Context: an optimization exercise on an open-source flow, tuned for small area, a short achievable clock period and few clock cycles per item. The choices shown serve that exercise and are no tape-out recipe.
In this exercise RTL edits were held to simulation tests only and were not proved equivalent to the original.
Power is estimated from default activity; no workload was simulated. The flow treats the clock pin as an ideal source, which a real chip does not have.

==> design.v <==
module imf_aoi22 (
  input  logic s0, d0, s1, d1,
  output logic yn
);
  assign yn = ~((s0 & d0) | (s1 & d1));
endmodule
module imf_nand #(
  parameter int N = 4
) (
  input  logic [N-1:0] a,
  output logic         y
);
  assign y = ~(&a);
endmodule
module imf_nor #(
  parameter int N = 2
) (
  input  logic [N-1:0] a,
  output logic         y
);
  assign y = ~(|a);
endmodule
module imf_ao32 (
  input  logic [31:0] sel,
  input  logic [31:0] d,
  output logic        y
);
  logic [15:0] l1;    
  logic [3:0]  l2;    
  logic [1:0]  l3;    
  for (genvar g = 0; g < 16; g++) begin : g_l1
    imf_aoi22 u (.s0(sel[2*g]), .d0(d[2*g]), .s1(sel[2*g+1]), .d1(d[2*g+1]), .yn(l1[g]));
  end
  for (genvar g = 0; g < 4; g++) begin : g_l2
    imf_nand #(.N(4)) u (.a(l1[4*g +: 4]), .y(l2[g]));
  end
  for (genvar g = 0; g < 2; g++) begin : g_l3
    imf_nor #(.N(2)) u (.a(l2[2*g +: 2]), .y(l3[g]));
  end
  imf_nand #(.N(2)) u_l4 (.a(l3), .y(y));
endmodule
module imf_hold #(
  parameter int W = 1
) (
  input  logic         en,
  input  logic [W-1:0] d,
  input  logic [W-1:0] q,
  output logic [W-1:0] y
);
  assign y = en ? d : q;
endmodule
module imf_wmux #(
  parameter int W = 16
) (
  input  logic         we,
  input  logic         hold,
  input  logic [W-1:0] d,
  input  logic [W-1:0] q,
  output logic [W-1:0] y
);
  assign y = ({W{we}} & d) | ({W{hold}} & q);
endmodule
module imf_sel2 #(
  parameter int NA = 4,
  parameter int NB = 8
) (
  input  logic [NA-1:0]    pa,
  input  logic [NB-1:0]    pb,
  output logic [NA*NB-1:0] sel
);
  always_comb begin
    for (int i = 0; i < NA * NB; i++) sel[i] = pa[i % NA] & pb[i / NA];
  end
endmodule
module instr_mem_fetch #(
  parameter int                DATA_W = 16,
  parameter int                ADDR_W = 16,
  parameter int                DEPTH  = 128,
  parameter logic [DATA_W-1:0] NOP    = '0
) (
  input  logic              clk,
  input  logic              rst_n,
  input  logic              ld_start,
  input  logic              ld_valid,
  input  logic [DATA_W-1:0] ld_data,
  input  logic              ld_last,
  output logic              ld_ovf,
  output logic              running,
  input  logic              req_valid,
  input  logic [ADDR_W-1:0] req_addr,
  output logic              req_ready,
  output logic              rsp_valid,
  output logic [DATA_W-1:0] rsp_instr,
  output logic [ADDR_W-1:0] rsp_addr,
  output logic              rsp_err,
  input  logic              rsp_ready
);
  localparam int IDX_W = 7;
  localparam int NL = 4;             
  localparam int NG = DEPTH / NL;    
  logic [DATA_W-1:0] mem [0:DEPTH-1];
  logic running_n;
  assign running_n = rst_n & ~ld_start & (running | (ld_valid & ld_last));
  always_ff @(posedge clk) running <= running_n;
  logic [NL-1:0]     wa;
  logic [NG-1:0]     wg;
  logic              wfull;
  logic              wr_q;
  logic [DATA_W-1:0] wd_q;
  logic              ld_accept;
  logic              mem_we;
  logic              last_slot;
  logic [NL-1:0]     wae;
  logic [NL-1:0]     wae_q;
  logic [DEPTH-1:0]  wsel;
  assign ld_accept = ~running & ld_valid & ~ld_start;
  assign mem_we    = rst_n & ld_accept & ~wfull;
  assign last_slot = wg[NG-1] & (wr_q ? wa[NL-2] : wa[NL-1]);
  always_ff @(posedge clk) begin
    wr_q <= mem_we;
    if (mem_we) wd_q <= ld_data;
  end
  always_ff @(posedge clk)
    wae_q <= {NL{mem_we}} & (wr_q ? {wa[NL-2:0], wa[NL-1]} : wa);
  assign wae = wae_q;
  imf_sel2 #(.NA(NL), .NB(NG)) u_wsel (.pa(wae), .pb(wg), .sel(wsel));
  for (genvar i = 0; i < DEPTH; i++) begin : g_word
    logic [DATA_W-1:0] word_d;
    logic hold;
    assign hold = ~wsel[i];
    for (genvar b = 0; b < DATA_W; b++) begin : g_bit
      imf_wmux #(.W(1)) u_wmux (.we(wsel[i]), .hold(hold), .d(wd_q[b]), .q(mem[i][b]), .y(word_d[b]));
    end
    always_ff @(posedge clk) mem[i] <= word_d;
  end
  always_ff @(posedge clk) begin
    if (!rst_n || ld_start) begin
      wa <= NL'(1);
      wg <= NG'(1);
    end else if (wr_q) begin
      wa <= {wa[NL-2:0], wa[NL-1]};
      if (wa[NL-1]) wg <= {wg[NG-2:0], wg[NG-1]};
    end
  end
  always_ff @(posedge clk) begin
    if (!rst_n || ld_start) begin
      wfull  <= 1'b0;
      ld_ovf <= 1'b0;
    end else if (ld_accept) begin
      if (wfull)          ld_ovf <= 1'b1;
      else if (last_slot) wfull  <= 1'b1;
    end
  end
  logic                s1_v;
  logic [ADDR_W-1:0]   s1_addr;
  logic                s1_err;
  logic [NL-1:0]       s1_lo;                  
  logic [DATA_W-1:0]   s1_word [0:NL-1];       
  logic                sk_v;
  logic req_fire;
  logic req_in_range;
  logic [3:0]        pb;
  logic [7:0]        pc;
  logic [NL-1:0]     plo;
  logic [NG-1:0]     grp;
  logic [DATA_W-1:0] grp_word [0:NL-1];
  logic          rdy_q;
  logic          take;
  logic          s1_mv;
  logic          out_ld;
  logic          sk_ld;
  logic          s1_v_n;
  logic          sk_v_n;
  logic          rsp_valid_n;
  assign req_ready    = rdy_q;
  assign req_fire     = req_valid & rdy_q;
  assign req_in_range = (req_addr[ADDR_W-1:IDX_W] == '0);
  always_comb begin
    for (int i = 0; i < NL; i++) plo[i] = (req_addr[1:0] == 2'(i));
    for (int i = 0; i < 4; i++)  pb[i]  = (req_addr[3:2] == 2'(i));
    for (int i = 0; i < 8; i++)  pc[i]  = (req_addr[6:4] == 3'(i));
  end
  imf_sel2 #(.NA(4), .NB(8)) u_grp (.pa(pb), .pb(pc), .sel(grp));
  for (genvar k = 0; k < NL; k++) begin : g_lane
    for (genvar b = 0; b < DATA_W; b++) begin : g_bit
      logic [NG-1:0] col;
      for (genvar j = 0; j < NG; j++) begin : g_w
        assign col[j] = mem[NL*j+k][b];
      end
      imf_ao32 u_ao (.sel(grp), .d(col), .y(grp_word[k][b]));
    end
  end
  assign take   = rsp_valid & rsp_ready;
  assign s1_mv  = s1_v & (~sk_v | take);          
  assign out_ld = ~rsp_valid | take;              
  assign sk_ld  = rsp_valid & ~(take ^ sk_v);     
  assign s1_v_n      = rst_n & ~ld_start & (req_fire | (s1_v & ~s1_mv));
  assign rsp_valid_n = rst_n & ~ld_start & (out_ld ? (sk_v | s1_v) : 1'b1);
  assign sk_v_n      = rst_n & ~ld_start & (sk_ld ? s1_v : (sk_v & ~take));
  always_ff @(posedge clk) begin
    s1_v      <= s1_v_n;
    rsp_valid <= rsp_valid_n;
    sk_v      <= sk_v_n;
    rdy_q     <= running_n & running & ~(s1_v_n & sk_v_n);
  end
  always_ff @(posedge clk) begin
    if (req_fire) begin
      s1_addr <= req_addr;
      s1_err  <= ~req_in_range;
      s1_lo   <= plo;
      for (int k = 0; k < NL; k++) s1_word[k] <= grp_word[k];
    end
  end
  localparam int AW = 1 + ADDR_W;              
  logic          sel_sk;      
  logic          sel_s1;      
  logic          sel_q;       
  logic [NL-1:0] sel_lane;    
  logic [NL-1:0] sk_lane;     
  logic          sk_hold;     
  assign sel_sk   = out_ld & sk_v;
  assign sel_s1   = out_ld & ~sk_v;
  assign sel_q    = ~out_ld;
  assign sel_lane = s1_lo & {NL{sel_s1 & ~s1_err}};
  assign sk_lane  = s1_lo & {NL{sk_ld & ~s1_err}};
  assign sk_hold  = ~sk_ld;
  logic [DATA_W-1:0] sk_instr;
  logic [AW-1:0]     sk_ae;
  logic [DATA_W-1:0] out_instr_d;
  logic [DATA_W-1:0] sk_instr_d;
  logic [AW-1:0]     out_ae_d;
  logic [AW-1:0]     sk_ae_d;
  logic [AW-1:0]     s1_ae;
  logic [AW-1:0]     out_ae;
  for (genvar b = 0; b < DATA_W; b++) begin : g_out
    logic [2:0] t;
    logic [2:0] u;
    imf_aoi22 u_t0 (.s0(sel_lane[0]), .d0(s1_word[0][b]), .s1(sel_lane[1]), .d1(s1_word[1][b]), .yn(t[0]));
    imf_aoi22 u_t1 (.s0(sel_lane[2]), .d0(s1_word[2][b]), .s1(sel_lane[3]), .d1(s1_word[3][b]), .yn(t[1]));
    imf_aoi22 u_t2 (.s0(sel_sk), .d0(sk_instr[b]), .s1(sel_q), .d1(rsp_instr[b]), .yn(t[2]));
    imf_nand #(.N(3)) u_t (.a(t), .y(out_instr_d[b]));
    imf_aoi22 u_u0 (.s0(sk_lane[0]), .d0(s1_word[0][b]), .s1(sk_lane[1]), .d1(s1_word[1][b]), .yn(u[0]));
    imf_aoi22 u_u1 (.s0(sk_lane[2]), .d0(s1_word[2][b]), .s1(sk_lane[3]), .d1(s1_word[3][b]), .yn(u[1]));
    imf_nand #(.N(2)) u_u2 (.a({sk_hold, sk_instr[b]}), .y(u[2]));
    imf_nand #(.N(3)) u_u (.a(u), .y(sk_instr_d[b]));
  end
  assign s1_ae  = {s1_err, s1_addr};
  assign out_ae = {rsp_err, rsp_addr};
  for (genvar b = 0; b < AW; b++) begin : g_out_ae
    logic [1:0] t;
    imf_aoi22 u_t0 (.s0(sel_sk), .d0(sk_ae[b]), .s1(sel_s1), .d1(s1_ae[b]), .yn(t[0]));
    imf_nand #(.N(2)) u_t1 (.a({sel_q, out_ae[b]}), .y(t[1]));
    imf_nand #(.N(2)) u_t (.a(t), .y(out_ae_d[b]));
  end
  imf_hold #(.W(AW)) u_hold_sk (.en(sk_ld), .d(s1_ae), .q(sk_ae), .y(sk_ae_d));
  always_ff @(posedge clk) begin
    rsp_instr           <= out_instr_d;
    {rsp_err, rsp_addr} <= out_ae_d;
    sk_instr            <= sk_instr_d;
    sk_ae               <= sk_ae_d;
  end
endmodule
==> flow/run.sh <==
#!/bin/bash
# Layout: the standard ORFS flow (standard.sh) with these make settings:
#  - ABC maps for a light load (ABC_LOAD_IN_FF=1), so the many small read
#    and write gates come out at drive strength 1; the resizer sizes up the
#    ones on critical paths,
#  - port buffers use buf_4 (the default pick is a delay cell),
#  - the resizer may swap cells across footprints (so it can size those),
#  - CTS without dummy loads and with larger sink clusters (fewer buffers).
# All output goes to flow_make.log in this folder; ORFS keeps its per-step
# logs under orfs/logs.
set -euo pipefail
bash standard.sh \
  "ABC_LOAD_IN_FF=1" \
  "MATCH_CELL_FOOTPRINT=0" \
  "BUFFER_PORTS_ARGS=-buffer_cell sky130_fd_sc_hd__buf_4" \
  "CTS_ARGS=-sink_clustering_enable -repair_clock_nets -dont_use_dummy_load -sink_clustering_size 30 -sink_clustering_max_diameter 100" \
  finish > flow_make.log 2>&1
==> standard.sh <==
#!/bin/bash
# synth_recipe.tcl (not shown) runs the flow's synth.tcl, then flattens the netlist and writes it again
# the make line also repeats each setting of config.mk as NAME=value (left out here)
make -C /OpenROAD-flow-scripts/flow DESIGN_CONFIG=/design/flow/config.mk WORK_HOME=/design/flow/orfs CLKGATE_MAP_FILE= SYNTH_SCRIPT=/design/flow/synth_recipe.tcl "${@:-finish}"
==> config.mk <==
export PLATFORM = sky130hd
export DESIGN_NAME = instr_mem_fetch
export DESIGN_NICKNAME = instr_mem_fetch
export VERILOG_FILES = /design/flow/design.v
export SDC_FILE = /design/flow/constraint.sdc
export NUM_CORES = 4
export LEC_CHECK = 0
export CAP_MARGIN = 20
export CORE_MARGIN = 2
export CORE_UTILIZATION = 80
export SETUP_SLACK_MARGIN = 1.3
export SLEW_MARGIN = 20
export SYNTH_HIERARCHICAL = 1
export SYNTH_MINIMUM_KEEP_SIZE = 0
==> constraint.sdc <==
create_clock -name core_clock -period 3.3 [get_ports {clk}]
set_input_delay 0.6600 -clock core_clock [delete_from_list [all_inputs] [get_ports {clk}]]
set_output_delay 0.6600 -clock core_clock [all_outputs]
set_load 0.01 [all_outputs]
==> results.sh, run 1 <==
export IMPL_required_ns=3.79
export IMPL_reg2reg_slack_ns=1.20
export IMPL_peakVddDrop_v=0.000527
export IMPL_critPathMaxFanout=35
export IMPL_grt_start_max_net_pins=129
export IMPL_min_period_over_period_pct=72.3
export IMPL_tns_ns=0
export IMPL_wl_met2_um=116000
export IMPL_numCtsBuffers=85
export IMPL_min_path_type="in -> reg"
export IMPL_yosysTopAreaCell="dfxtp_1"
export IMPL_highest_layer="met5"
export IMPL_wirelength_met1_um=94100
export IMPL_h_tree_depth=3
export IMPL_first_iter_violations=14500
export IMPL_path_cells="buf_4 -> nor3b_4 -> and2_4 -> buf_12 -> a22oi_1 -> nand4_1 -> nor2_4 -> nand2_1"
export IMPL_synth_top_cells_by_area="dfxtp_1, a22o_1, a22oi_1, edfxtp_1, nand4_1"
export IMPL_total_power_mw=42.2
export IMPL_gp_congestion=0.985
export IMPL_p_int_mw=33.0
export IMPL_yosysWarnings=14
export IMPL_ys_seq_elements=2263
export IMPL_cp_end_kind="flip-flop"
export IMPL_avgSynthCellArea_um2=12.1
export IMPL_synth_top_flop_cell="dfxtp_1"
export IMPL_grt_ovfl_total=0
export IMPL_wl_met3_um=50400
export IMPL_hpwl_um=166000
export IMPL_vias_per_cell=8.47
export IMPL_rows=114
export IMPL_cts_sinks=2263
export IMPL_cp_slowest_cell="a22oi_1"
export IMPL_pwr_share_seq_pct=66.7
export IMPL_gr_usage_all_layers_pct=53.8
export IMPL_p_comb_share_pct=2.9
export IMPL_syn2layout_area_growth_pct=10.7
export IMPL_cap_violations=0
export IMPL_clockRootBuffer="clkbuf_16"
export IMPL_worst_slew_pin_slew_ns=1.19
export IMPL_p_sw_share_pct=21.8
export IMPL_dr_pass1_iters=15
export IMPL_crit_path_max_incr_delay_ns=0.62
export IMPL_path_clk_slew_ns=0.11
export IMPL_cts_tree="yes"
export IMPL_final_nets=6934
export IMPL_p_clk_share_pct=30.4
export IMPL_postRouteAntennaNets=0
export IMPL_cts_max_path_buffers=3
export IMPL_hold_viol=0
export IMPL_routed_wl_um=289000
export IMPL_period_minus_slack_ns=2.38
export IMPL_worstSkewPairLatency_ns=0.74
export IMPL_cp_start_kind="input port"
export IMPL_port_buffers=75
export IMPL_drive_above_1_share_pct=11.0
export IMPL_leakage_nw=32.6
export IMPL_synth_area_um2=78100
export IMPL_num_vias=69400
export IMPL_grt_pass1_wl_um=409000
export IMPL_finalSetupViolCount=0
export IMPL_finalMaxSlewViolations=0
export IMPL_yosysSeqAreaShare_pct=59.3
export IMPL_antenna_found_initial=24
export IMPL_switchingPower_mw=9.22
export IMPL_critPathKind="in -> reg"
export IMPL_rsz0062_at_grt="yes"
export IMPL_synth_top_cell_area_share_pct=55.4
export IMPL_post_synth_top_count_cell="dfxtp_1"
export IMPL_io_pins=76
export IMPL_wl_per_cell_um=35.3
export IMPL_dieHeight_um=317
export IMPL_p_per_area_nw_per_um2=488
export IMPL_die_w_um=317
export IMPL_drc_errors=0
export IMPL_die_area_um2=100000
export IMPL_syn_nets=6505
export IMPL_fin_cells=8184
export IMPL_grt_pass1_vias=65100
export IMPL_syn_inst=6465
export IMPL_synthArstFlopShare_pct=0
export IMPL_maxSlewHeadroom_pct=20.7
export IMPL_initial_core_util_pct=80.8
export IMPL_cp_arrival_ns=2.87
export IMPL_coreArea_um2=96700
export IMPL_max_freq_ghz=0.419
export IMPL_outcome="finished clean"
export IMPL_yosys_top_cells_count="dfxtp_1, a22o_1, a22oi_1"
export IMPL_placedCellCount=8030
export IMPL_ys_types=36
export IMPL_synth_edf_count=101
export IMPL_final_setup_skew_ns=0.0510
-- state kept, by name, indices dropped and copies added (netlist names) --
signal,flops
wr_q,1
wa,4
s1_err,1
wae_q,4
rsp_valid,1
s1_addr,16
wfull,1
rsp_addr,16
sk_v,1
s1_lo,4
s1_word,64
mem,2048
rsp_instr,16
wg,32
ld_ovf,1
wd_q,16
sk_ae,17
rsp_err,1
s1_v,1
sk_instr,16
running,1
rdy_q,1
-- cell usage in the layout (no fill, tap or decap), drive strengths merged, types with 2 or more instances in the layout --
cell type / Yosys / layout
dfxtp: 2162 / 2162
mux2i: 4 / 4
nor3b: 3 / 3
a21oi: 34 / 34
nor2: 147 / 147
inv: 134 / 128
buf: 11 / 352
nor3: 4 / 4
diode: 0 / 16
a22o: 2048 / 2048
edfxtp: 101 / 101
clkinvlp: 0 / 6
mux2: 17 / 17
nand3: 33 / 33
and2: 171 / 183
nor2b: 7 / 7
nand2b: 2 / 2
nand2: 185 / 185
nand4: 256 / 256
clkbuf: 16 / 90
a22oi: 1121 / 1121
-- worst paths after layout --
kind | startpoint | endpoint | depth (start not counted)
worst max-delay path | req_addr[5] | s1_word[1][3] | 8
worst min-delay path | ld_data[6] | wd_q[6] | 1
worst max register to register | wg[17] | mem[69][3] | 3
worst min register to register | rsp_addr[4] | rsp_addr[4] | 2
-- routing by layer --
layer | vias to the layer above | global-route usage, %
met5 | - | 0
met4 | 22 | 40.6
met3 | 1969 | 22.1
met2 | 7218 | 74.7
met1 | 32800 | 66.9
li1 | 27400 | -
-- worst max-delay path: cells and delay by family --
| kind | cells | cell delay [ns] |
|---|---|---|
| AOI/OAI and AO/OA | 1 | 0.62 |
| buffers and inverters | 2 | 0.33 |
| and+or+nand+nor | 5 | 1.21 |
-- Yosys stat by module, one instance, submodules excluded, a selection --
module,cells,times used,flip-flops and latches
imf_aoi22,1,1121,0
instr_mem_fetch,2575,1,2263
-- power by group through the flow --
stage,logic (mW),registers [mW],clock network [mW]
after detailed placement,1.06,28.8,0
after global placement,1.01,28.7,0
after global routing,1.23,28.2,13.4
after floorplan,0.479,28.8,0
final,1.23,28.2,12.8
after CTS,1.10,28.1,12.5
-- layout make-up --
type / count / area [um2]
Antenna cell: 16 / 40.0
Multi-Input combinational cell: 4053 / 32200
Timing Repair Buffer: 357 / 3590
Tap cell: 1276 / 1600
Fill cell: 4320 / 10200
Sequential cell: 2263 / 46400
Clock buffer: 85 / 2130
Inverter: 134 / 526
-- through the flow --
step | util [%] | cell area, um2 | worst slack [ns] | hold WS (ns)
CTS | 88.4 | 85500 | 1.22 | 0.0936
finish | 89.4 | 86500 | 0.915 | 0.0980
detailed placement | 85.5 | 82700 | 0.114 | 0.439
floorplan | - | 78300 | 0.686 | 0.440
global placement | 85.5 | 82700 | 0.100 | 0.430
global route | 89.4 | 86400 | 1.05 | 0.0956
-- kinds of logic (layout without fill, tap and decap cells) --
family,Yosys count,count (layout),synth area share [%]
AO/OA/AOI/OAI,3207,3207,34.0
adder cells (fa/ha/maj),1,1,0.0160
buffers and inverters,161,576,0.858
flip-flops,2263,2263,59.3
multiplexers,21,21,0.344
other,0,16,0
AND/OR/NAND/NOR,812,824,5.51
-- timing repair --
| action | 4_1_cts | 5_1_grt |
|---|---|---|
| hold buffers | 0 | 0 |
| endpoints found under the setup margin | 285 | 407 |
| buffers inserted | 14 | 19 |
| pin swaps | 18 | 67 |
| gates cloned | 10 | 9 |
| resized for setup | 132 | 153 |
Testbench counts, summed over its fixed seeds: cycles 29,206, items 24,000.
==> run 2: changes to the inputs <==
--- a/design.v
+++ b/design.v
@@ -3,6 +3,12 @@
   output logic yn
 );
   assign yn = ~((s0 & d0) | (s1 & d1));
+endmodule
+module imf_a21o (
+  input  logic a, b, c,
+  output logic y
+);
+  assign y = (a & b) | c;
 endmodule
 module imf_nand #(
   parameter int N = 4
@@ -151,12 +157,12 @@
       else if (last_slot) wfull  <= 1'b1;
     end
   end
+  localparam int AW = 1 + ADDR_W;              
   logic                s1_v;
   logic [ADDR_W-1:0]   s1_addr;
   logic                s1_err;
   logic [NL-1:0]       s1_lo;                  
   logic [DATA_W-1:0]   s1_word [0:NL-1];       
-  logic                sk_v;
   logic req_fire;
   logic req_in_range;
   logic [3:0]        pb;
@@ -164,17 +170,17 @@
   logic [NL-1:0]     plo;
   logic [NG-1:0]     grp;
   logic [DATA_W-1:0] grp_word [0:NL-1];
-  logic          rdy_q;
-  logic          take;
-  logic          s1_mv;
-  logic          out_ld;
-  logic          sk_ld;
-  logic          s1_v_n;
-  logic          sk_v_n;
-  logic          rsp_valid_n;
-  assign req_ready    = rdy_q;
-  assign req_fire     = req_valid & rdy_q;
+  logic rdy_q;
+  logic run2_q;
+  logic out_en;
+  logic s1_en;
+  logic s1_v_n;
+  logic rsp_valid_n;
+  assign out_en       = ~rsp_valid | rsp_ready;
+  assign s1_en        = ~s1_v | out_en;
+  assign req_fire     = req_valid & (rdy_q | (run2_q & rsp_ready));
   assign req_in_range = (req_addr[ADDR_W-1:IDX_W] == '0);
+  imf_a21o u_req_ready (.a(run2_q), .b(rsp_ready), .c(rdy_q), .y(req_ready));
   always_comb begin
     for (int i = 0; i < NL; i++) plo[i] = (req_addr[1:0] == 2'(i));
     for (int i = 0; i < 4; i++)  pb[i]  = (req_addr[3:2] == 2'(i));
@@ -190,18 +196,13 @@
       imf_ao32 u_ao (.sel(grp), .d(col), .y(grp_word[k][b]));
     end
   end
-  assign take   = rsp_valid & rsp_ready;
-  assign s1_mv  = s1_v & (~sk_v | take);          
-  assign out_ld = ~rsp_valid | take;              
-  assign sk_ld  = rsp_valid & ~(take ^ sk_v);     
-  assign s1_v_n      = rst_n & ~ld_start & (req_fire | (s1_v & ~s1_mv));
-  assign rsp_valid_n = rst_n & ~ld_start & (out_ld ? (sk_v | s1_v) : 1'b1);
-  assign sk_v_n      = rst_n & ~ld_start & (sk_ld ? s1_v : (sk_v & ~take));
+  assign s1_v_n      = rst_n & ~ld_start & (s1_en ? req_fire : s1_v);
+  assign rsp_valid_n = rst_n & ~ld_start & (out_en ? s1_v : rsp_valid);
   always_ff @(posedge clk) begin
     s1_v      <= s1_v_n;
     rsp_valid <= rsp_valid_n;
-    sk_v      <= sk_v_n;
-    rdy_q     <= running_n & running & ~(s1_v_n & sk_v_n);
+    run2_q    <= running_n & running;
+    rdy_q     <= running_n & running & ~(s1_v_n & rsp_valid_n);
   end
   always_ff @(posedge clk) begin
     if (req_fire) begin
@@ -211,52 +212,22 @@
       for (int k = 0; k < NL; k++) s1_word[k] <= grp_word[k];
     end
   end
-  localparam int AW = 1 + ADDR_W;              
-  logic          sel_sk;      
-  logic          sel_s1;      
   logic          sel_q;       
   logic [NL-1:0] sel_lane;    
-  logic [NL-1:0] sk_lane;     
-  logic          sk_hold;     
-  assign sel_sk   = out_ld & sk_v;
-  assign sel_s1   = out_ld & ~sk_v;
-  assign sel_q    = ~out_ld;
-  assign sel_lane = s1_lo & {NL{sel_s1 & ~s1_err}};
-  assign sk_lane  = s1_lo & {NL{sk_ld & ~s1_err}};
-  assign sk_hold  = ~sk_ld;
-  logic [DATA_W-1:0] sk_instr;
-  logic [AW-1:0]     sk_ae;
+  assign sel_q    = ~out_en;
+  assign sel_lane = s1_lo & {NL{out_en & ~s1_err}};
   logic [DATA_W-1:0] out_instr_d;
-  logic [DATA_W-1:0] sk_instr_d;
   logic [AW-1:0]     out_ae_d;
-  logic [AW-1:0]     sk_ae_d;
-  logic [AW-1:0]     s1_ae;
-  logic [AW-1:0]     out_ae;
   for (genvar b = 0; b < DATA_W; b++) begin : g_out
     logic [2:0] t;
-    logic [2:0] u;
     imf_aoi22 u_t0 (.s0(sel_lane[0]), .d0(s1_word[0][b]), .s1(sel_lane[1]), .d1(s1_word[1][b]), .yn(t[0]));
     imf_aoi22 u_t1 (.s0(sel_lane[2]), .d0(s1_word[2][b]), .s1(sel_lane[3]), .d1(s1_word[3][b]), .yn(t[1]));
-    imf_aoi22 u_t2 (.s0(sel_sk), .d0(sk_instr[b]), .s1(sel_q), .d1(rsp_instr[b]), .yn(t[2]));
+    imf_nand #(.N(2)) u_t2 (.a({sel_q, rsp_instr[b]}), .y(t[2]));
     imf_nand #(.N(3)) u_t (.a(t), .y(out_instr_d[b]));
-    imf_aoi22 u_u0 (.s0(sk_lane[0]), .d0(s1_word[0][b]), .s1(sk_lane[1]), .d1(s1_word[1][b]), .yn(u[0]));
-    imf_aoi22 u_u1 (.s0(sk_lane[2]), .d0(s1_word[2][b]), .s1(sk_lane[3]), .d1(s1_word[3][b]), .yn(u[1]));
-    imf_nand #(.N(2)) u_u2 (.a({sk_hold, sk_instr[b]}), .y(u[2]));
-    imf_nand #(.N(3)) u_u (.a(u), .y(sk_instr_d[b]));
-  end
-  assign s1_ae  = {s1_err, s1_addr};
-  assign out_ae = {rsp_err, rsp_addr};
-  for (genvar b = 0; b < AW; b++) begin : g_out_ae
-    logic [1:0] t;
-    imf_aoi22 u_t0 (.s0(sel_sk), .d0(sk_ae[b]), .s1(sel_s1), .d1(s1_ae[b]), .yn(t[0]));
-    imf_nand #(.N(2)) u_t1 (.a({sel_q, out_ae[b]}), .y(t[1]));
-    imf_nand #(.N(2)) u_t (.a(t), .y(out_ae_d[b]));
-  end
-  imf_hold #(.W(AW)) u_hold_sk (.en(sk_ld), .d(s1_ae), .q(sk_ae), .y(sk_ae_d));
+  end
+  imf_hold #(.W(AW)) u_hold_ae (.en(out_en), .d({s1_err, s1_addr}), .q({rsp_err, rsp_addr}), .y(out_ae_d));
   always_ff @(posedge clk) begin
     rsp_instr           <= out_instr_d;
     {rsp_err, rsp_addr} <= out_ae_d;
-    sk_instr            <= sk_instr_d;
-    sk_ae               <= sk_ae_d;
-  end
-endmodule
+  end
+endmodule
--- a/config.mk
+++ b/config.mk
@@ -7,7 +7,7 @@
 export LEC_CHECK = 0
 export CAP_MARGIN = 20
 export CORE_MARGIN = 2
-export CORE_UTILIZATION = 80
+export CORE_UTILIZATION = 75
 export SETUP_SLACK_MARGIN = 1.3
 export SLEW_MARGIN = 20
 export SYNTH_HIERARCHICAL = 1
==> results.sh, run 2 <==
export IMPL_drc_errors=0
export IMPL_crit_path_max_incr_delay_ns=0.59
export IMPL_ys_types=36
export IMPL_reg2reg_slack_ns=1.26
export IMPL_dr_pass1_iters=10
export IMPL_p_per_area_nw_per_um2=491
export IMPL_routed_wl_um=277000
export IMPL_final_nets=6799
export IMPL_vias_per_cell=8.16
export IMPL_synth_area_um2=76700
export IMPL_p_comb_share_pct=3.1
export IMPL_die_w_um=324
export IMPL_synth_top_cells_by_area="dfxtp_1, a22o_1, a22oi_1, edfxtp_1, nand4_1"
export IMPL_rsz0062_at_grt="yes"
export IMPL_cp_slowest_cell="nor2b_4"
export IMPL_hold_worst_slack_ns=0.0826
export IMPL_yosysSeqAreaShare_pct=59.5
export IMPL_gr_usage_all_layers_pct=50.4
export IMPL_largest_register_ffs=2048
export IMPL_ys_seq_elements=2230
export IMPL_wl_per_cell_um=34.0
export IMPL_grt_ovfl_total=0
export IMPL_final_common_cell="dfxtp_1"
export IMPL_worst_slew_pin_slew_ns=1.12
export IMPL_syn_nets=6347
export IMPL_period_minus_slack_ns=2.23
export IMPL_maxSlewHeadroom_pct=25.3
export IMPL_finalMaxSlewViolations=0
export IMPL_clockRootBuffer="clkbuf_16"
export IMPL_cp_buffers_inverters=3
export IMPL_post_synth_top_count_cell="dfxtp_1"
export IMPL_crit_family="simple AND/OR/NAND/NOR gates"
export IMPL_total_power_mw=41.7
export IMPL_drive_above_1_share_pct=11.3
export IMPL_hold_viol=0
export IMPL_synth_top_family_by_area="compound AO/OA/AOI/OAI gates"
export IMPL_synthArstFlopShare_pct=0
export IMPL_multi_input_area_um2=31500
export IMPL_yosysTopAreaCell="dfxtp_1"
export IMPL_antenna_found_initial=10
export IMPL_final_cell_mix="dfxtp_1, a22o_1, a22oi_1"
export IMPL_critPathMaxFanout=45
export IMPL_grt_pass1_vias=61200
export IMPL_fin_util_pct=83.6
export IMPL_finalSetupViolCount=0
export IMPL_p_int_mw=32.6
export IMPL_cap_violations=0
export IMPL_syn2layout_area_growth_pct=10.7
export IMPL_cp_start_kind="input port"
export IMPL_grt_start_max_net_pins=129
export IMPL_synth_adder_area_share_pct=0
export IMPL_dpl_worst_slack_ns=0.218
export IMPL_h_tree_depth=3
export IMPL_fin_ws_ns=1.07
export IMPL_max_freq_ghz=0.448
export IMPL_dpl_cell_area_um2=81400
export IMPL_regMostFlops="mem"
export IMPL_num_vias=66400
export IMPL_stdcell_area_um2=85000
export IMPL_synth_edf_count=101
export IMPL_fin_cells=8135
export IMPL_synth_top_flop_cell="dfxtp_1"
export IMPL_avgSynthCellArea_um2=12.2
export IMPL_grt_pass1_wl_um=400000
export IMPL_cts_tree="yes"
export IMPL_min_period_over_period_pct=67.6
export IMPL_p_sw_share_pct=21.9
export IMPL_numCtsBuffers=84
export IMPL_cp_end_kind="flip-flop"
export IMPL_p_clk_share_pct=30.3
export IMPL_path_cells="buf_4 -> nor2b_4 -> and2_4 -> buf_16 -> buf_4 -> a22oi_1 -> nand4_1 -> nor2_2 -> nand2_1"
export IMPL_synth_simple_area_share_pct=5.30
export IMPL_seqCellArea_um2=45700
export IMPL_hpwl_um=162000
export IMPL_initial_core_util_pct=75.5
export IMPL_port_buffers=75
export IMPL_dieHeight_um=324
export IMPL_worstSkewPairLatency_ns=0.75
export IMPL_min_path_type="in -> reg"
export IMPL_yosysWarnings=14
export IMPL_top_regs="mem x2048, s1_word x64, wg x32"
export IMPL_gp_congestion=0.944
export IMPL_critPathKind="in -> reg"
export IMPL_hold_buffers=0
export IMPL_switchingPower_mw=9.14
export IMPL_io_pins=76
export IMPL_cts_max_path_buffers=3
export IMPL_die_area_um2=105000
export IMPL_placedCellCount=7977
export IMPL_required_ns=3.90
export IMPL_synth_compound_area_share_pct=34.0
export IMPL_synth_xor_area_share_pct=0
export IMPL_crit_top_cell="buf_4"
export IMPL_syn_inst=6308
export IMPL_fill_cells=5872
export IMPL_cts_sinks=2230
export IMPL_postRouteAntennaNets=0
export IMPL_synth_top_cell_area_share_pct=55.5
export IMPL_pwr_share_seq_pct=66.6
export IMPL_path_clk_slew_ns=0.11
export IMPL_cp_arrival_ns=2.83
export IMPL_peakVddDrop_v=0.000512
export IMPL_yosys_top_cells_count="dfxtp_1, a22o_1, a22oi_1"
export IMPL_rows=117
export IMPL_first_iter_violations=12800
export IMPL_leakage_nw=32.0
export IMPL_synth_mux_area_share_pct=0.338
export IMPL_final_setup_skew_ns=0.0515
export IMPL_coreArea_um2=102000
export IMPL_tns_ns=0
export IMPL_outcome="finished clean"
-- run 2: cell families after synthesis --
group / after synthesis
AO/OA/AOI/OAI: 3143
flip-flops: 2230
AND/OR/NAND/NOR: 756
buffers and inverters: 159
multiplexers: 20
-- run 2: cell type report --
class,instances,share of cell area [%]
Antenna cell,9,0.0265
Clock buffer,84,2.47
Inverter,133,0.610
Multi-Input combinational cell,3949,37.0
Sequential cell,2230,53.8
Tap cell,1368,2.01
Timing Repair Buffer,362,4.09
-- run 2: worst paths after layout --
kind / startpoint / endpoint / cells past startpoint
worst min register to register: mem[33][1] / mem[33][1] / 1
worst max register to register: wae_q[1] / mem[25][1] / 5
worst max-delay path: req_addr[2] / s1_word[2][1] / 9
worst min-delay path: ld_data[1] / wd_q[1] / 1
-- run 2: what timing repair did --
action	4_1_cts	5_1_grt
gates cloned	28	3
setup buffers	18	15
setup endpoints to repair	760	560
resized for setup	113	143
pin swaps	40	46
-- run 2: per-layer routing --
metal / global-route usage (%) / routed length [um] / vias to the layer above
met4: 30.0 / 21800 / 2
met5: 0 / 9 / -
met3: 17.5 / 45500 / 1291
met2: 71.1 / 113000 / 6294
met1: 67.0 / 96600 / 32000
li1: - / - / 26800
-- run 2: power groups by stage --
stage	combinational, mW	clock (mW)	sequential [mW]
floorplan	0.487	0	28.4
global placement	1.03	0	28.4
detailed placement	1.08	0	28.4
CTS	1.17	12.5	27.8
global route	1.29	13.4	27.8
finish	1.28	12.7	27.8
-- run 2: per-module statistics from Yosys (local to each module, per instance), a selection --
module	cells	area, um2	times used	flip-flops and latches
instr_mem_fetch	2532	47000	1	2230
imf_a21o	1	7.51	1	0
imf_aoi22	1	7.51	1056	0
-- run 2: worst register-to-register path, stage by stage, from the launching register on --
cell and delay (ns):
dfxtp_1 0.33, buf_4 0.39, and2_2 0.59, clkinvlp_4 0.17, buf_4 0.23, a22o_1 0.24
Testbench counts of run 2, summed over its fixed seeds: cycles 29,206, items 24,000.
==> run 3: changes to the inputs <==
--- a/config.mk
+++ b/config.mk
@@ -7,7 +7,7 @@
 export LEC_CHECK = 0
 export CAP_MARGIN = 20
 export CORE_MARGIN = 2
-export CORE_UTILIZATION = 75
+export CORE_UTILIZATION = 65
 export SETUP_SLACK_MARGIN = 1.3
 export SLEW_MARGIN = 20
 export SYNTH_HIERARCHICAL = 1
==> results.sh, run 3 <==
export IMPL_largest_register_ffs=2048
export IMPL_ys_types=36
export IMPL_final_cell_mix="dfxtp_1, a22o_1, a22oi_1"
export IMPL_crit_top_cell="buf_6"
export IMPL_port_buffers=75
export IMPL_p_clk_share_pct=30.5
export IMPL_antenna_found_initial=15
export IMPL_avgSynthCellArea_um2=12.2
export IMPL_io_pins=76
export IMPL_grt_ovfl_total=0
export IMPL_finalSetupViolCount=0
export IMPL_period_minus_slack_ns=2.11
export IMPL_final_setup_skew_ns=0.0548
export IMPL_syn2layout_area_growth_pct=12.8
export IMPL_gp_congestion=0.919
export IMPL_min_period_over_period_pct=64.0
export IMPL_initial_core_util_pct=65.2
export IMPL_p_int_mw=32.6
export IMPL_finalMaxSlewViolations=0
export IMPL_drive_above_1_share_pct=12.9
export IMPL_postRouteAntennaNets=0
export IMPL_post_synth_top_count_cell="dfxtp_1"
export IMPL_peakVddDrop_v=0.000505
export IMPL_yosysTopAreaCell="dfxtp_1"
export IMPL_h_tree_depth=3
export IMPL_grt_pass1_wl_um=400000
export IMPL_cap_violations=0
export IMPL_switchingPower_mw=9.23
export IMPL_yosysWarnings=14
export IMPL_critPathKind="in -> reg"
export IMPL_synth_top_cell_area_share_pct=55.5
export IMPL_p_comb_share_pct=3.2
export IMPL_grt_start_max_net_pins=129
export IMPL_critPathMaxFanout=32
export IMPL_required_ns=3.80
export IMPL_rr_worst_depth=5
export IMPL_drc_errors=0
export IMPL_hold_path_cell_count=1
export IMPL_routed_wl_um=278000
export IMPL_num_vias=64500
export IMPL_final_nets=6879
export IMPL_coreArea_um2=118000
export IMPL_max_freq_ghz=0.473
export IMPL_cp_slowest_cell="nor2_4"
export IMPL_syn_nets=6347
export IMPL_grt_pass1_vias=59200
export IMPL_dpl_cell_area_um2=82000
export IMPL_dieHeight_um=348
export IMPL_final_common_cell="dfxtp_1"
export IMPL_dr_pass1_iters=6
export IMPL_synth_top_cells_by_area="dfxtp_1, a22o_1, a22oi_1, edfxtp_1, nand4_1"
export IMPL_stdcell_area_um2=86600
export IMPL_outcome="finished clean"
export IMPL_min_path_type="in -> reg"
export IMPL_crit_path_max_incr_delay_ns=0.36
export IMPL_path_cells="buf_8 -> buf_6 -> nor2b_4 -> buf_6 -> and2_4 -> buf_12 -> a22oi_1 -> nand4_1 -> nor2_4 -> nand2_1"
export IMPL_rsz0062_at_grt="yes"
export IMPL_pwr_share_seq_pct=66.4
export IMPL_yosys_top_cells_count="dfxtp_1, a22o_1, a22oi_1"
export IMPL_die_w_um=348
export IMPL_synth_edf_count=101
export IMPL_worstSkewPairLatency_ns=0.74
export IMPL_p_sw_share_pct=22.0
export IMPL_synthArstFlopShare_pct=0
export IMPL_leakage_nw=32.6
export IMPL_first_iter_violations=10600
export IMPL_synth_top_flop_cell="dfxtp_1"
export IMPL_path_clk_slew_ns=0.12
export IMPL_cp_end_kind="flip-flop"
export IMPL_maxSlewHeadroom_pct=23.1
export IMPL_cts_sinks=2230
export IMPL_ys_seq_elements=2230
export IMPL_cts_max_path_buffers=3
export IMPL_clockRootBuffer="clkbuf_16"
export IMPL_gr_usage_all_layers_pct=43.5
export IMPL_top_regs="mem x2048, s1_word x64, wg x32"
export IMPL_yosysSeqAreaShare_pct=59.5
export IMPL_hpwl_um=164000
export IMPL_die_area_um2=121000
export IMPL_cts_tree="yes"
export IMPL_p_per_area_nw_per_um2=484
export IMPL_fin_util_pct=73.6
export IMPL_numCtsBuffers=84
export IMPL_wl_per_cell_um=33.2
export IMPL_vias_per_cell=7.69
export IMPL_cp_start_kind="input port"
export IMPL_rows=126
export IMPL_hold_worst_slack_ns=0.0936
export IMPL_hold_viol=0
export IMPL_worst_slew_pin_slew_ns=1.15
export IMPL_syn_inst=6308
export IMPL_regMostFlops="mem"
export IMPL_cp_arrival_ns=2.61
export IMPL_synth_area_um2=76700
## run 3: cell counts after synthesis
Identical to the previous run, type by type.
## run 3: power by group through the flow
| stage | Clock, mW | Sequential [mW] | Combinational (mW) |
|---|---|---|---|
| floorplan | 0 | 28.4 | 0.487 |
| global placement | 0 | 28.4 | 1.07 |
| detailed placement | 0 | 28.4 | 1.10 |
| CTS | 12.7 | 27.8 | 1.22 |
| global route | 13.5 | 27.8 | 1.35 |
| finish | 12.8 | 27.8 | 1.33 |
## run 3: final cells by class
cell class	instances	area, um2
sequential	2230	45700
fill	8168	31000
multi-input combinational	3943	31600
timing repair buffer	448	4660
antenna	7	17.5
inverter	133	563
clock buffer	84	2100
tap	1536	1920
## run 3: critical path: cells and delay by family
kind	cells	cell delay, ns
buffers and inverters	4	0.56
and+or+nand+nor	5	1.12
AOI/OAI and AO/OA	1	0.21
## run 3: metal layers
layer / GRT usage [%] / up-vias / share of wire (%)
met1: 60.8 / 31900 / 38
met4: 22.2 / 10 / 6.3
met3: 12.2 / 854 / 14
met2: 61.5 / 4796 / 41
met5: 0 / - / 0.024
li1: - / 27000 / -
## run 3: what timing repair did
item,4_1_cts,5_1_grt
buffers inserted,61,23
endpoints found under the setup margin,455,502
cloned,25,11
hold buffers,0,0
pin swaps,66,102
gates resized for setup,189,151
## run 3: per-module statistics from Yosys (local to each module, per instance), a selection
| module | flops+latches | cells inside | copies in the design |
|---|---|---|---|
| instr_mem_fetch | 2230 | 2532 | 1 |
| imf_a21o | 0 | 1 | 1 |
| imf_aoi22 | 0 | 1 | 1056 |
## run 3: path summary, 6_finish.rpt
path | start | endpoint | slack (ns)
worst max register to register | wae_q[1] | mem[53][7] | 1.29
worst min register to register | mem[17][10] | mem[17][10] | 0.48
worst min-delay path | ld_data[4] | wd_q[4] | 0.09
worst max-delay path | req_addr[2] | s1_word[1][6] | 1.19
## run 3: through the flow
step | power (mW) | std cells | TNS, ns | worst slack [ns]
after floorplan | 28.9 | 6308 | 0 | 0.686
after global placement | 29.4 | 8169 | -0.815 | -0.180
after detailed placement | 29.5 | 8170 | -1.02 | -0.223
after CTS | 41.7 | 8340 | 0 | 1.20
after global routing | 42.7 | 8374 | 0 | 1.18
final | 41.9 | 8381 | 0 | 1.19
## run 3: cell families (layout without fill, tap and decap cells)
group                  count (synthesis)  count (layout)  share of synthesized area (%)
AO/OA/AOI/OAI                       3143            3143                           34.0
buffers and inverters                159             665                          0.897
flip-flops                          2230            2230                           59.5
multiplexers                          20              20                          0.338
other                                  0               7                              0
AND/OR/NAND/NOR                      756             780                           5.30
==> run 4: changes to the inputs <==
--- a/design.v
+++ b/design.v
@@ -27,23 +27,23 @@
   assign y = ~(|a);
 endmodule
 module imf_ao32 (
-  input  logic [31:0] sel,
+  input  logic [3:0]  pb,
+  input  logic [7:0]  pc,
   input  logic [31:0] d,
   output logic        y
 );
   logic [15:0] l1;    
-  logic [3:0]  l2;    
-  logic [1:0]  l3;    
-  for (genvar g = 0; g < 16; g++) begin : g_l1
-    imf_aoi22 u (.s0(sel[2*g]), .d0(d[2*g]), .s1(sel[2*g+1]), .d1(d[2*g+1]), .yn(l1[g]));
-  end
-  for (genvar g = 0; g < 4; g++) begin : g_l2
-    imf_nand #(.N(4)) u (.a(l1[4*g +: 4]), .y(l2[g]));
-  end
-  for (genvar g = 0; g < 2; g++) begin : g_l3
-    imf_nor #(.N(2)) u (.a(l2[2*g +: 2]), .y(l3[g]));
-  end
-  imf_nand #(.N(2)) u_l4 (.a(l3), .y(y));
+  logic [7:0]  m;     
+  logic [3:0]  l3;    
+  for (genvar c = 0; c < 8; c++) begin : g_c
+    imf_aoi22 u_a (.s0(pb[0]), .d0(d[4*c+0]), .s1(pb[1]), .d1(d[4*c+1]), .yn(l1[2*c]));
+    imf_aoi22 u_b (.s0(pb[2]), .d0(d[4*c+2]), .s1(pb[3]), .d1(d[4*c+3]), .yn(l1[2*c+1]));
+    imf_nand #(.N(2)) u_m (.a(l1[2*c +: 2]), .y(m[c]));
+  end
+  for (genvar g = 0; g < 4; g++) begin : g_o
+    imf_aoi22 u (.s0(pc[2*g]), .d0(m[2*g]), .s1(pc[2*g+1]), .d1(m[2*g+1]), .yn(l3[g]));
+  end
+  imf_nand #(.N(4)) u_y (.a(l3), .y(y));
 endmodule
 module imf_hold #(
   parameter int W = 1
@@ -168,7 +168,6 @@
   logic [3:0]        pb;
   logic [7:0]        pc;
   logic [NL-1:0]     plo;
-  logic [NG-1:0]     grp;
   logic [DATA_W-1:0] grp_word [0:NL-1];
   logic rdy_q;
   logic run2_q;
@@ -186,14 +185,13 @@
     for (int i = 0; i < 4; i++)  pb[i]  = (req_addr[3:2] == 2'(i));
     for (int i = 0; i < 8; i++)  pc[i]  = (req_addr[6:4] == 3'(i));
   end
-  imf_sel2 #(.NA(4), .NB(8)) u_grp (.pa(pb), .pb(pc), .sel(grp));
   for (genvar k = 0; k < NL; k++) begin : g_lane
     for (genvar b = 0; b < DATA_W; b++) begin : g_bit
       logic [NG-1:0] col;
       for (genvar j = 0; j < NG; j++) begin : g_w
         assign col[j] = mem[NL*j+k][b];
       end
-      imf_ao32 u_ao (.sel(grp), .d(col), .y(grp_word[k][b]));
+      imf_ao32 u_ao (.pb(pb), .pc(pc), .d(col), .y(grp_word[k][b]));
     end
   end
   assign s1_v_n      = rst_n & ~ld_start & (s1_en ? req_fire : s1_v);
==> results.sh, run 4 <==
export IMPL_outcome="finished clean"
export IMPL_port_buffers=75
export IMPL_grt_pass1_vias=60100
export IMPL_maxSlewHeadroom_pct=29.0
export IMPL_yosysTopAreaCell="dfxtp_1"
export IMPL_vias_per_cell=7.57
export IMPL_seqCellArea_um2=45700
export IMPL_leakage_nw=33.9
export IMPL_synth_top_flop_cell="dfxtp_1"
export IMPL_hold_buffers=0
export IMPL_hold_path_endpoint="wd_q[9]"
export IMPL_cp_end_kind="flip-flop"
export IMPL_final_common_cell="dfxtp_1"
export IMPL_crit_path_max_incr_delay_ns=0.55
export IMPL_coreArea_um2=120000
export IMPL_postRouteAntennaNets=0
export IMPL_fill_cells=8752
export IMPL_syn2layout_area_growth_pct=9.87
export IMPL_stdcell_area_um2=86200
export IMPL_routed_wl_um=272000
export IMPL_finalMaxSlewViolations=0
export IMPL_hold_viol=0
export IMPL_max_freq_ghz=0.477
export IMPL_clockRootBuffer="clkbuf_16"
export IMPL_die_area_um2=124000
export IMPL_final_nets=7114
export IMPL_rr_worst_depth=4
export IMPL_post_synth_top_count_cell="dfxtp_1"
export IMPL_p_per_area_nw_per_um2=491
export IMPL_grt_pass1_wl_um=397000
export IMPL_cp_start_kind="input port"
export IMPL_avgSynthCellArea_um2=11.8
export IMPL_hpwl_um=164000
export IMPL_rsz0062_at_grt="yes"
export IMPL_ys_types=36
export IMPL_fin_cells=8694
export IMPL_cp_slowest_cell="a22oi_1"
export IMPL_final_cell_mix="dfxtp_1, a22o_1, a22oi_1"
export IMPL_regMostFlops="mem"
export IMPL_synth_edf_count=101
export IMPL_finalSetupViolCount=0
export IMPL_yosysSeqAreaShare_pct=58.2
export IMPL_dpl_cell_area_um2=83800
export IMPL_cts_tree="yes"
export IMPL_min_period_over_period_pct=63.6
export IMPL_rows=127
export IMPL_hold_path_cell_count=1
export IMPL_top_regs="mem x2048, s1_word x64, wg x32"
export IMPL_numCtsBuffers=84
export IMPL_first_iter_violations=10400
export IMPL_syn_nets=6699
export IMPL_required_ns=3.74
export IMPL_cts_sinks=2230
export IMPL_ys_seq_elements=2230
export IMPL_grt_start_max_net_pins=129
export IMPL_dieHeight_um=351
export IMPL_gr_usage_all_layers_pct=42.2
export IMPL_period_minus_slack_ns=2.10
export IMPL_multi_input_area_um2=32300
export IMPL_synth_top_cells_by_area="dfxtp_1, a22o_1, a22oi_1, edfxtp_1, nand2_1"
export IMPL_min_path_type="in -> reg"
export IMPL_synthArstFlopShare_pct=0
export IMPL_worstSkewPairLatency_ns=0.73
export IMPL_worst_slew_pin_slew_ns=1.07
export IMPL_grt_ovfl_total=0
export IMPL_drive_above_1_share_pct=8.41
export IMPL_r2r_start="wae_q[3]"
export IMPL_yosysWarnings=13
export IMPL_dr_pass1_iters=7
export IMPL_r2r_end="mem[39][11]"
export IMPL_largest_register_ffs=2048
export IMPL_drc_errors=0
export IMPL_final_setup_skew_ns=0.0602
export IMPL_peakVddDrop_v=0.000492
export IMPL_cts_max_path_buffers=3
export IMPL_cap_violations=0
export IMPL_antenna_found_initial=8
export IMPL_gp_congestion=0.945
export IMPL_synth_area_um2=78500
export IMPL_yosys_top_cells_count="dfxtp_1, a22o_1, a22oi_1"
export IMPL_num_vias=65800
export IMPL_critPathMaxFanout=98
export IMPL_die_w_um=351
export IMPL_placedCellCount=8593
export IMPL_critPathKind="in -> reg"
export IMPL_cp_arrival_ns=2.54
export IMPL_reg2reg_slack_ns=1.24
export IMPL_h_tree_depth=3
export IMPL_initial_core_util_pct=65.5
export IMPL_syn_inst=6660
export IMPL_io_pins=76
export IMPL_hp_start="ld_data[9]"
export IMPL_wl_per_cell_um=31.2
export IMPL_path_cells="buf_4 -> nor2b_4 -> buf_12 -> buf_12 -> a22oi_1 -> nand2_1 -> a22oi_1 -> nand4_1"
export IMPL_synth_top_cell_area_share_pct=54.3
export IMPL_path_clk_slew_ns=0.11
[run 4: changes by cell type after synthesis, sizes merged]
cell,delta
nand2,+448
a22oi,+256
nand4,-192
nor2,-128
and2,-32
[run 4: cell families after synthesis]
| logic type | Yosys count | share of synthesized area, % |
|---|---|---|
| flip-flops | 2230 | 58.2 |
| AND/OR/NAND/NOR | 852 | 4.93 |
| buffers and inverters | 159 | 0.877 |
| AO/OA/AOI/OAI | 3399 | 35.7 |
| multiplexers | 20 | 0.330 |
[run 4: final cells by class]
| cell class | instances | share of cell area, % |
|---|---|---|
| multi-input cells | 4271 | 37.5 |
| inverters | 133 | 0.601 |
| flip-flops and latches | 2230 | 53.0 |
| diodes | 9 | 0.0261 |
| repair buffers | 355 | 4.11 |
| well taps | 1612 | 2.34 |
| clock buffers | 84 | 2.44 |
[run 4: per-stage QoR]
stage          setup slack [ns]  util, %  setup TNS, ns  power [mW]  hold slack, ns
5_1_grt                    1.24     71.9              0        43.3          0.0916
3_3_place_gp              0.578     69.9              0        30.1           0.452
4_1_cts                    1.29     71.8              0        42.2          0.0811
6_report                   1.20     72.0              0        42.3           0.109
3_5_place_dp              0.554     69.9              0        30.1           0.453
2_1_floorplan             -3.96        -        -253.42        29.2           0.438
[run 4: worst max-delay path by stage]
| stage | from | end | cells after the start | slack (ns) |
|---|---|---|---|---|
| finish | req_addr[2] | s1_word[0][1] | 8 | 1.20 |
| global route | wae_q[3] | mem[91][11] | 4 | 1.24 |
| CTS | run2_q | req_ready | 2 | 1.29 |
| detailed placement | req_addr[2] | s1_word[2][8] | 8 | 0.55 |
| global placement | req_addr[2] | s1_word[1][12] | 8 | 0.58 |
| floorplan | req_addr[3] | s1_word[0][10] | 5 | -3.96 |
[run 4: per-module statistics from Yosys (local to each module, per instance), a selection]
module | flip-flops and latches | cell area [um2]
imf_a21o | 0 | 7.51
instr_mem_fetch | 2230 | 47000
imf_aoi22 | 0 | 7.51
[run 4: routing by layer]
metal	global-route usage [%]	vias up	share of wire (%)	wire length [um]
met5	0	-	0.015	40
met4	20.2	6	5.3	14400
met3	9.70	673	13	35800
met2	60.4	4700	42	115000
met1	60.2	32500	39	106000
li1	-	27900	-	-
[run 4: repair_timing]
| action | CTS | global route |
|---|---|---|
| setup endpoints to repair | 621 | 230 |
| setup buffers | 4 | 3 |
| pin swaps | 1 | 1 |
| gates resized for setup | 32 | 32 |
| gates cloned | 0 | 1 |
| endpoints found under the hold margin | 0 | 0 |
[run 4: report_power, final]
part,leakage [nW],switching (mW),internal [mW]
Combinational,14.8,1.26,0.574
Sequential,18.1,0.263,27.5
Clock,1.04,8.12,4.62
[run 4: worst max-delay path, delay by kind of cell]
kind	cells	cell delay (ns)
compound gates	2	0.81
buf+inv	3	0.50
simple gates	3	0.40
Testbench counts of run 4, summed over its fixed seeds: cycles 29,206, items 24,000.
==> run 5: changes to the inputs <==
--- a/design.v
+++ b/design.v
@@ -4,11 +4,11 @@
 );
   assign yn = ~((s0 & d0) | (s1 & d1));
 endmodule
-module imf_a21o (
+module imf_o21ai (
   input  logic a, b, c,
   output logic y
 );
-  assign y = (a & b) | c;
+  assign y = ~((a | b) & c);
 endmodule
 module imf_nand #(
   parameter int N = 4
@@ -169,17 +169,17 @@
   logic [7:0]        pc;
   logic [NL-1:0]     plo;
   logic [DATA_W-1:0] grp_word [0:NL-1];
-  logic rdy_q;
-  logic run2_q;
+  logic rdy_n;
+  logic run2_n;
   logic out_en;
   logic s1_en;
   logic s1_v_n;
   logic rsp_valid_n;
   assign out_en       = ~rsp_valid | rsp_ready;
   assign s1_en        = ~s1_v | out_en;
-  assign req_fire     = req_valid & (rdy_q | (run2_q & rsp_ready));
+  assign req_fire     = req_valid & ~((run2_n | ~rsp_ready) & rdy_n);
   assign req_in_range = (req_addr[ADDR_W-1:IDX_W] == '0);
-  imf_a21o u_req_ready (.a(run2_q), .b(rsp_ready), .c(rdy_q), .y(req_ready));
+  imf_o21ai u_req_ready (.a(run2_n), .b(~rsp_ready), .c(rdy_n), .y(req_ready));
   always_comb begin
     for (int i = 0; i < NL; i++) plo[i] = (req_addr[1:0] == 2'(i));
     for (int i = 0; i < 4; i++)  pb[i]  = (req_addr[3:2] == 2'(i));
@@ -199,8 +199,8 @@
   always_ff @(posedge clk) begin
     s1_v      <= s1_v_n;
     rsp_valid <= rsp_valid_n;
-    run2_q    <= running_n & running;
-    rdy_q     <= running_n & running & ~(s1_v_n & rsp_valid_n);
+    run2_n    <= ~(running_n & running);
+    rdy_n     <= ~(running_n & running & ~(s1_v_n & rsp_valid_n));
   end
   always_ff @(posedge clk) begin
     if (req_fire) begin
==> flow/run.sh (replaced) <==
#!/bin/bash
# Layout: the standard ORFS flow (standard.sh) with these make settings:
#  - ABC maps for a light load (ABC_LOAD_IN_FF=1), so the many small read
#    and write gates come out at drive strength 1; the resizer sizes up the
#    ones on critical paths,
#  - port buffers use buf_4 (the default pick is a delay cell),
#  - the resizer may swap cells across footprints (so it can size those),
#  - CTS without dummy loads and with larger sink clusters than the default (fewer buffers).
# All output goes to flow_make.log in this folder; ORFS keeps its per-step
# logs under orfs/logs.
set -euo pipefail
bash standard.sh \
  "ABC_LOAD_IN_FF=1" \
  "MATCH_CELL_FOOTPRINT=0" \
  "BUFFER_PORTS_ARGS=-buffer_cell sky130_fd_sc_hd__buf_4" \
  "CTS_ARGS=-sink_clustering_enable -repair_clock_nets -dont_use_dummy_load -sink_clustering_size 24 -sink_clustering_max_diameter 80" \
  finish > flow_make.log 2>&1
==> results.sh, run 5 <==
export IMPL_rr_worst_depth=6
export IMPL_postRouteAntennaNets=0
export IMPL_grt_pass1_vias=60900
export IMPL_top_regs="mem x2048, s1_word x64, wg x32"
export IMPL_yosys_top_cells_count="dfxtp_1, a22o_1, a22oi_1"
export IMPL_routed_wl_um=276000
export IMPL_min_period_over_period_pct=63.5
export IMPL_syn2layout_area_growth_pct=10.9
export IMPL_worstSkewPairLatency_ns=0.76
export IMPL_yosysWarnings=13
export IMPL_initial_core_util_pct=65.5
export IMPL_antenna_found_initial=14
export IMPL_syn_nets=6702
export IMPL_crit_path_max_incr_delay_ns=0.47
export IMPL_stdcell_area_um2=87100
export IMPL_cp_slowest_cell="a22oi_1"
export IMPL_yosysSeqAreaShare_pct=58.1
export IMPL_coreArea_um2=120000
export IMPL_die_w_um=352
export IMPL_grt_ovfl_total=0
export IMPL_die_area_um2=124000
export IMPL_synth_edf_count=101
export IMPL_synth_top_flop_cell="dfxtp_1"
export IMPL_critPathMaxFanout=54
export IMPL_post_synth_top_count_cell="dfxtp_1"
export IMPL_first_iter_violations=10300
export IMPL_fin_util_pct=72.6
export IMPL_gp_congestion=0.969
export IMPL_largest_register_ffs=2048
export IMPL_required_ns=3.80
export IMPL_max_freq_ghz=0.477
export IMPL_maxSlewHeadroom_pct=25.8
export IMPL_r2r_end="rsp_instr[15]"
export IMPL_syn_inst=6663
export IMPL_worst_slew_pin_slew_ns=1.11
export IMPL_r2r_start="rsp_valid"
export IMPL_cts_max_path_buffers=3
export IMPL_dr_pass1_iters=7
export IMPL_critPathKind="in -> reg"
export IMPL_cp_end_kind="flip-flop"
export IMPL_crit_family="buffers and inverters"
export IMPL_dieHeight_um=352
export IMPL_synth_area_um2=78500
export IMPL_cp_arrival_ns=2.59
export IMPL_final_setup_skew_ns=0.0550
export IMPL_path_cells="buf_4 -> nor2b_4 -> buf_4 -> buf_12 -> buf_12 -> a22oi_1 -> nand2_1 -> a22oi_1 -> nand4_1"
export IMPL_wl_per_cell_um=31.6
export IMPL_cp_start_kind="input port"
export IMPL_period_minus_slack_ns=2.10
export IMPL_yosysTopAreaCell="dfxtp_1"
export IMPL_p_per_area_nw_per_um2=501
export IMPL_hp_start="ld_data[8]"
export IMPL_synth_top_cells_by_area="dfxtp_1, a22o_1, a22oi_1, edfxtp_1, nand2_1"
export IMPL_grt_start_max_net_pins=129
export IMPL_port_buffers=75
export IMPL_cp_buffers_inverters=4
export IMPL_finalMaxSlewViolations=0
export IMPL_cts_sinks=2230
export IMPL_final_cell_mix="dfxtp_1, a22o_1, a22oi_1"
export IMPL_outcome="finished clean"
export IMPL_rows=127
export IMPL_min_path_type="in -> reg"
export IMPL_finalSetupViolCount=0
export IMPL_tns_ns=0
export IMPL_cap_violations=0
export IMPL_cp_depth=9
export IMPL_reg2reg_slack_ns=1.30
export IMPL_rsz0062_at_grt="yes"
export IMPL_vias_per_cell=7.55
export IMPL_peakVddDrop_v=0.000540
export IMPL_drc_errors=0
export IMPL_h_tree_depth=3
export IMPL_path_clk_slew_ns=0.10
export IMPL_cts_tree="yes"
export IMPL_leakage_nw=34.3
export IMPL_hpwl_um=166000
export IMPL_final_nets=7141
export IMPL_clockRootBuffer="clkbuf_16"
export IMPL_grt_pass1_wl_um=404000
export IMPL_hold_path_endpoint="wd_q[8]"
export IMPL_synthArstFlopShare_pct=0
export IMPL_io_pins=76
export IMPL_hold_viol=0
export IMPL_dpl_cell_area_um2=83900
export IMPL_synth_top_cell_area_share_pct=54.3
export IMPL_num_vias=65900
export IMPL_regMostFlops="mem"
export IMPL_hold_path_cell_count=1
export IMPL_avgSynthCellArea_um2=11.8
export IMPL_drive_above_1_share_pct=9.58
export IMPL_ys_seq_elements=2230
export IMPL_ys_types=39
export IMPL_gr_usage_all_layers_pct=42.9
export IMPL_final_common_cell="dfxtp_1"
export IMPL_numCtsBuffers=104
==> run 5: report_power, final <==
group / leakage [nW] / switching (mW) / internal (mW)
Combinational: 14.9 / 1.28 / 0.597
Clock: 1.28 / 8.35 / 5.62
Sequential: 18.1 / 0.272 / 27.5
==> run 5: worst max-delay path by stage <==
stage	start	to	slack, ns
after floorplan	req_addr[3]	s1_word[0][10]	-3.96
after global placement	req_addr[2]	s1_word[0][6]	0.30
after detailed placement	req_addr[3]	s1_word[0][6]	0.27
after CTS	req_addr[3]	s1_word[0][6]	1.26
after global routing	req_addr[3]	s1_word[0][6]	1.20
final	req_addr[3]	s1_word[0][6]	1.20
==> run 5: cell type report <==
type / count / area [um2]
diodes: 16 / 40.0
clock buffers: 104 / 2600
fillers: 8678 / 32800
inverters: 136 / 526
multi-input cells: 4272 / 32600
flip-flops and latches: 2230 / 45700
well taps: 1612 / 2020
repair buffers: 358 / 3660
==> run 5: metal layers <==
layer | share of wire (%) | global-route usage (%) | routed length, um
met2 | 43 | 61.9 | 118000
met1 | 39 | 60.0 | 107000
met5 | 0.026 | 0 | 71
met3 | 13 | 9.95 | 35200
met4 | 5.6 | 22.3 | 15600
==> run 5: metrics by stage <==
step,hold WS [ns],total power [mW],setup slack [ns],instances
floorplan,0.438,29.2,-3.96,6663
global placement,0.449,30.1,0.302,8591
detailed placement,0.453,30.1,0.267,8591
CTS,0.0539,43.5,1.26,8709
global route,0.0578,44.6,1.20,8712
finish,0.0845,43.6,1.20,8728
==> run 5: Yosys stat by module, one instance, submodules excluded, excerpt <==
module | times used | cells | cell area, um2 | flip-flops and latches
instr_mem_fetch | 1 | 2535 | 47100 | 2230
imf_aoi22 | 1312 | 1 | 7.51 | 0
imf_o21ai | 1 | 1 | 5.00 | 0
==> run 5: kinds of logic after synthesis <==
| kind of cell | share of synthesized area, % |
|---|---|
| compound gates | 35.7 |
| flops | 58.1 |
| simple gates | 4.98 |
| buf+inv | 0.906 |
| mux | 0.330 |
==> run 5: timing repair <==
action / 4_1_cts / 5_1_grt
cloned: 1 / 0
hold buffers: 0 / 0
resized for setup: 73 / 55
setup buffers: 13 / 3
pin swaps: 1 / 1
endpoints found under the setup margin: 747 / 413
Testbench counts of run 5, summed over its fixed seeds: cycles 29,206, items 24,000.
==> run 6: changes to the inputs <==
--- a/config.mk
+++ b/config.mk
@@ -7,7 +7,7 @@
 export LEC_CHECK = 0
 export CAP_MARGIN = 20
 export CORE_MARGIN = 2
-export CORE_UTILIZATION = 65
+export CORE_UTILIZATION = 60
 export SETUP_SLACK_MARGIN = 1.3
 export SLEW_MARGIN = 20
 export SYNTH_HIERARCHICAL = 1
==> results.sh, run 6 <==
export IMPL_outcome="finished clean"
export IMPL_synth_top_cell_area_share_pct=54.3
export IMPL_worst_slew_pin_slew_ns=1.23
export IMPL_regMostFlops="mem"
export IMPL_hpwl_um=166000
export IMPL_dr_pass1_iters=9
export IMPL_finalSetupViolCount=0
export IMPL_yosysTopAreaCell="dfxtp_1"
export IMPL_peakVddDrop_v=0.000440
export IMPL_antenna_found_initial=9
export IMPL_synth_top_flop_cell="dfxtp_1"
export IMPL_critPathMaxFanout=2
export IMPL_first_iter_violations=9245
export IMPL_hold_path_endpoint="wd_q[11]"
export IMPL_finalMaxSlewViolations=0
export IMPL_path_cells="o21ai_4 -> buf_6"
export IMPL_leakage_nw=34.5
export IMPL_cp_start_kind="flip-flop"
export IMPL_synth_edf_count=101
export IMPL_required_ns=2.64
export IMPL_reg2reg_slack_ns=1.23
export IMPL_numCtsBuffers=105
export IMPL_r2r_start="wg[23]"
export IMPL_critPathKind="reg -> out"
export IMPL_wl_per_cell_um=30.7
export IMPL_yosys_top_cells_count="dfxtp_1, a22o_1, a22oi_1"
export IMPL_synth_top_cells_by_area="dfxtp_1, a22o_1, a22oi_1, edfxtp_1, nand2_1"
export IMPL_cap_violations=0
export IMPL_grt_start_max_net_pins=129
export IMPL_h_tree_depth=3
export IMPL_ys_types=39
export IMPL_drc_errors=0
export IMPL_max_freq_ghz=0.452
export IMPL_tns_ns=0
export IMPL_grt_pass1_wl_um=402000
export IMPL_hold_buffers=0
export IMPL_dieHeight_um=366
export IMPL_hold_path_cell_count=1
export IMPL_die_area_um2=134000
export IMPL_cts_tree="yes"
export IMPL_die_w_um=366
export IMPL_yosysSeqAreaShare_pct=58.1
export IMPL_synth_area_um2=78500
export IMPL_gr_usage_all_layers_pct=38.6
export IMPL_syn_nets=6702
export IMPL_final_setup_skew_ns=0.0438
export IMPL_num_vias=65400
export IMPL_gp_congestion=0.927
export IMPL_p_per_area_nw_per_um2=499
export IMPL_rsz0062_at_grt="yes"
export IMPL_cts_sinks=2230
export IMPL_rr_worst_depth=4
export IMPL_routed_wl_um=272000
export IMPL_r2r_end="mem[92][15]"
export IMPL_top_regs="mem x2048, s1_word x64, wg x32"
export IMPL_post_synth_top_count_cell="dfxtp_1"
export IMPL_fill_cells=10000
export IMPL_placedCellCount=8748
export IMPL_syn_inst=6663
export IMPL_largest_register_ffs=2048
export IMPL_crit_path_max_incr_delay_ns=0.36
export IMPL_worstSkewPairLatency_ns=0.77
export IMPL_cp_end_kind="primary output"
export IMPL_final_common_cell="dfxtp_1"
export IMPL_final_nets=7180
export IMPL_grt_ovfl_total=0
export IMPL_coreArea_um2=130000
export IMPL_vias_per_cell=7.36
export IMPL_min_path_type="in -> reg"
export IMPL_avgSynthCellArea_um2=11.8
export IMPL_grt_pass1_vias=60800
run 6: cell type report:
cell class	instances	share of cell area [%]
repair buffers	396	4.49
inverters	136	0.630
diodes	3	0.00857
multi-input cells	4272	37.2
well taps	1742	2.49
flip-flops and latches	2230	52.2
clock buffers	105	3.00
run 6: logic make-up after synthesis:
logic type	Yosys count	synth area share [%]
DFF	2230	58.1
AOI/OAI and AO/OA	3401	35.7
and+or+nand+nor	850	4.98
muxes	20	0.330
buffers and inverters	162	0.906
run 6: through the flow:
step | hold WS [ns] | instance area [um2] | total power, mW
floorplan | 0.438 | 78600 | 29.2
global placement | 0.452 | 84200 | 30.1
detailed placement | 0.453 | 84200 | 30.1
CTS | 0.0336 | 87100 | 43.6
global route | 0.0395 | 87500 | 44.8
finish | 0.0731 | 87600 | 43.7
run 6: Yosys stat by module (local to each module, per instance), a selection:
| module | cells inside | copies in the design | cell area [um2] | flops+latches |
|---|---|---|---|---|
| instr_mem_fetch | 2535 | 1 | 47100 | 2230 |
| imf_o21ai | 1 | 1 | 5.00 | 0 |
| imf_aoi22 | 1 | 1312 | 7.51 | 0 |
run 6: timing repair:
action,in CTS,in global routing
resized for setup,59,70
setup buffers,8,18
pin swaps,2,5
gates cloned,0,2
setup endpoints to repair,453,446
run 6: per-layer routing:
metal | vias to the layer above | part of all wire, % | global-route usage, %
met3 | 626 | 11 | 7.00
met1 | 32800 | 41 | 55.1
met5 | - | 0.026 | 0
li1 | 28000 | - | -
met2 | 3999 | 44 | 57.2
met4 | 12 | 5.0 | 17.1
run 6: worst max path at each step:
stage / from / to / slack [ns] / depth (start not counted)
after CTS: run2_n / req_ready / 1.09 / 2
after floorplan: req_addr[3] / s1_word[0][10] / -3.96 / 5
after global placement: req_addr[2] / s1_word[2][14] / 0.40 / 8
final: run2_n / req_ready / 1.09 / 2
after detailed placement: req_addr[2] / s1_word[1][8] / 0.37 / 8
after global routing: run2_n / req_ready / 1.07 / 2
run 6: power breakdown:
part	internal, mW	switching (mW)
registers	27.5	0.258
clock network	5.68	8.39
logic	0.612	1.26
total	33.8	9.91

[afterwards: timing with drivers on the ports]
In the flow no input, the clock included, has a driving cell. The finished layouts below were timed again as built, in two steps.
Step 1 sets driving cells, clkbuf_16 on the clock port and buf_2 on the other inputs (assumed; they add their load-dependent delay and slew).
Step 2 times the ports against the registers' clock, not the clock port: input delays grow and output delays shrink by t, the midpoint of the rising clock arrivals with the driver on.
Slacks: ideal ports / drivers / drivers and shift; pairs: ideal ports / drivers.
run | t, ns | setup slack, ns
run 1 | 0.799 | 0.915 / 0.960 / 0.161
run 2 | 0.801 | 1.070 / 1.102 / 0.301
run 3 | 0.796 | 1.187 / 1.219 / 0.423
run 4 | 0.783 | 1.203 / 1.230 / 0.474
run 5 | 0.815 | 1.204 / 1.241 / 0.443
run 6 | 0.828 | 1.089 / 1.006 / 0.344
After both steps setup and hold are still met in every run listed.
